Context: an optimization exercise on an open-source flow, tuned for small area, a short achievable clock period and few clock cycles per item. The choices shown serve that exercise and are no tape-out recipe.
Only simulation tests tie the RTL to the original design; equivalence was not proved.
Power and IR drop assume default switching activity.

==> flow/design.v (excerpt) <==
module sensor_reading_band_statistics #(
    parameter int unsigned MAX_READINGS = 1024
) (
    input  wire logic               i_clk,
    input  wire logic               i_rst_n,
    input  wire logic               i_valid,
    output logic                    o_ready,
    input  wire logic signed [15:0] i_reading,
    input  wire logic               i_last,
    output logic                    o_valid,
    input  wire logic               i_ready,
    output logic [LIMIT_W-1:0]      o_min_reading,
    output logic [LIMIT_W-1:0]      o_max_reading,
    output logic [LIMIT_W-1:0]      o_avg_reading,
    output logic [CNT_W-1:0]        o_valid_count,
    output logic [CNT_W-1:0]        o_skipped_count,
    output logic [CNT_W-1:0]        o_normal_count,
    output logic [CNT_W-1:0]        o_warning_count,
    output logic [CNT_W-1:0]        o_critical_count,
    output logic [CNT_W-1:0]        o_shutdown_count,
    output logic [POS_W-1:0]        o_first_alarm_index,
    output logic                    o_alarm_seen,
    output logic                    o_batch_empty,
    input  wire logic               psel,
    input  wire logic               penable,
    input  wire logic               pwrite,
    input  wire logic [3:0]         paddr,
    input  wire logic [31:0]        pwdata,
    output logic      [31:0]        prdata,
    output logic                    pready
);
For scale: roughly 1,900 cells after synthesis, ~380 flip-flops, ~220 I/O pins, about 19,000 sq um of cells after synthesis.
==> flow/config.mk <==
export PLATFORM = sky130hd
export DESIGN_NAME = sensor_reading_band_statistics
export DESIGN_NICKNAME = sensor_reading_band_statistics
export VERILOG_FILES = /design/flow/design.v
export SDC_FILE = /design/flow/constraint.sdc
export NUM_CORES = 4
export LEC_CHECK = 0
export ABC_AREA = 1
export CAP_MARGIN = 20
export CORE_MARGIN = 2
export CORE_UTILIZATION = 65
export CTS_CLUSTER_DIAMETER = 60
export CTS_CLUSTER_SIZE = 24
export SETUP_SLACK_MARGIN = 3.5
export SLEW_MARGIN = 20
==> flow/constraint.sdc <==
create_clock -name core_clock -period 6.0 [get_ports {i_clk}]
set_input_delay 1.2000 -clock core_clock [delete_from_list [all_inputs] [get_ports {i_clk}]]
set_output_delay 1.2000 -clock core_clock [all_outputs]
set_load 0.01 [all_outputs]
standard.sh (not shown) runs the stock make flow with config.mk's settings and CLKGATE_MAP_FILE= SYNTH_SCRIPT=/design/flow/synth_recipe.tcl, a recipe that flattens the netlist after the stock synthesis.
==> flow/flow/run.sh <==
#!/bin/bash
# The standard layout, with plain buffers (buf_2) on the ports instead of the
# delay cells that buffer_ports picks by default. Every port still gets its buffer.
set -euo pipefail
bash standard.sh BUFFER_PORTS_ARGS="-buffer_cell sky130_fd_sc_hd__buf_2" finish > standard_flow.log 2>&1
Testbench counts at the start, summed over its fixed seeds: cycles 13,449, batches 384.
Change:
--- a/flow/design.v
+++ b/flow/design.v
@@ -157,15 +157,15 @@
     localparam logic [POS_W-1:0] PCAP = POS_W'(POS_CAP);
     function automatic logic [CNT_W-1:0] sat_inc(input logic [CNT_W-1:0] v);
         sat_inc = v[CNT_W-1] ? v : v + 1'b1;
     endfunction
     logic               r_in_v, r_in_last, r_in_ok, r_in_alarm;
     logic [LIMIT_W-1:0] r_in_val;
     logic [2:0]         r_in_le;
-    logic               r_fresh, r_done, r_zero;
+    logic               r_fresh, r_done, r_zero, r_first;
     logic [LIMIT_W-1:0] r_min, r_max;
     logic [LIMIT_W-1:0]       r_sum_lo;
     logic                     r_sum_c;
     logic [SUM_W-LIMIT_W-1:0] r_sum_hi;
     logic [CNT_W-1:0]   r_valid_total, r_skipped_total;
     logic [CNT_W-1:0]   r_band [4];
     logic [POS_W-1:0]   r_pos, r_alarm_idx;
@@ -178,14 +178,15 @@
     logic               r_o_alarm, r_o_empty;
     logic               stall, hold, fold, n_fresh, n_done, n_in_v, r_ready;
     logic               rd_ok;
     logic [LIMIT_W-1:0] rd_val;
     logic [2:0]         le_in;
     logic [3:0]         band_in;
     logic               ok_in, skip_in, alarm_in, first_alarm;
+    logic [CNT_W-1:0]   cnt_sel, cnt_inc;
     logic               min_take, max_take;
     logic [CNT_W-1:0]   rem_sh;
     logic [CNT_W:0]     rem_diff;
     logic               rem_ge;
     assign stall   = r_done && !i_free;
     assign hold    = r_in_v && stall;
     assign fold    = r_in_v && !stall;
@@ -232,30 +233,39 @@
         end
     end
     always_ff @(posedge i_clk) begin
         if (!i_rst_n) begin
             r_fresh <= 1'b1;
             r_done  <= 1'b0;
             r_zero  <= 1'b1;
+            r_first <= 1'b1;
         end else begin
             r_fresh <= n_fresh;
             r_done  <= n_done;
             r_zero  <= n_fresh || n_done;
+            r_first <= n_fresh || n_done || !(stall ? r_any : (ok_in || (!r_zero && r_any)));
         end
     end
     assign ok_in       = r_in_v && r_in_ok;
     assign skip_in     = r_in_v && !r_in_ok;
     assign alarm_in    = ok_in && r_in_alarm;
     assign band_in[0]  = ok_in && r_in_le[0];
     assign band_in[1]  = ok_in && !r_in_le[0] && r_in_le[1];
     assign band_in[2]  = ok_in && !r_in_le[0] && !r_in_le[1] && r_in_le[2];
     assign band_in[3]  = ok_in && !r_in_le[0] && !r_in_le[1] && !r_in_le[2];
+    always_comb begin
+        cnt_sel = {CNT_W{skip_in}} & r_skipped_total;
+        for (int b = 0; b < 4; b++) begin
+            cnt_sel = cnt_sel | ({CNT_W{band_in[b]}} & r_band[b]);
+        end
+    end
+    assign cnt_inc = sat_inc(cnt_sel);
     assign first_alarm = alarm_in && (r_zero || !r_alarm_flag);
-    assign min_take    = ok_in && (r_zero || !r_any || r_in_val < r_min);
-    assign max_take    = ok_in && (r_zero || !r_any || r_in_val > r_max);
+    assign min_take    = ok_in && (r_first || r_in_val < r_min);
+    assign max_take    = ok_in && (r_first || r_in_val > r_max);
     always_ff @(posedge i_clk) begin
         if (!stall) begin
             if (min_take) begin
                 r_min <= r_in_val;
             end else if (r_zero) begin
                 r_min <= '0;
             end
@@ -280,21 +290,21 @@
                 r_valid_total <= CNT_W'(ok_in);
             end else if (ok_in) begin
                 r_valid_total <= sat_inc(r_valid_total);
             end
             if (r_zero) begin
                 r_skipped_total <= CNT_W'(skip_in);
             end else if (skip_in) begin
-                r_skipped_total <= sat_inc(r_skipped_total);
+                r_skipped_total <= cnt_inc;
             end
             for (int b = 0; b < 4; b++) begin
                 if (r_zero) begin
                     r_band[b] <= CNT_W'(band_in[b]);
                 end else if (band_in[b]) begin
-                    r_band[b] <= sat_inc(r_band[b]);
+                    r_band[b] <= cnt_inc;
                 end
             end
             if (r_zero) begin
                 r_pos <= POS_W'(r_in_v);
             end else if (r_in_v && r_pos != PCAP) begin
                 r_pos <= r_pos + 1'b1;
             end
Utilization rose by 0.84 points; sequential power falls slightly; cell count decreases by a few percent; power fell by a few percent; sequential share of layout area grows by 1.2 points.
Testbench counts after the change, summed over its fixed seeds: cycles 13,449, batches 384.

re-timing with driven ports:
The results above use ideal ports. As a check the final layouts listed here were re-extracted and re-timed, cells and wires unchanged.
Step 1: set_driving_cell puts a clkbuf_16 on i_clk and a buf_2 on each other input, an assumption about the parent block.
Step 2 moves the port delays by t, midway between the first and last clock arrival at a register: inputs arrive t later, outputs are due t later. That takes back most of the time a late clock gives input paths.
Slacks: no drivers / after step 1 / after step 2; pairs: no drivers / after step 1.
run	shift t [ns]	slack for setup (ns)	clock arrival spread, ns	pins driven straight from the clock port
the first run	0.609	3.624 / 3.572 / 3.064	0.028 / 0.028	1
the second run	0.609	3.598 / 3.546 / 3.067	0.018 / 0.019	1
After both steps every run listed still meets setup and hold. For the first run, which loses most, drivers alone change the setup slack by -0.052 ns; drivers and shift together by -0.560 ns.
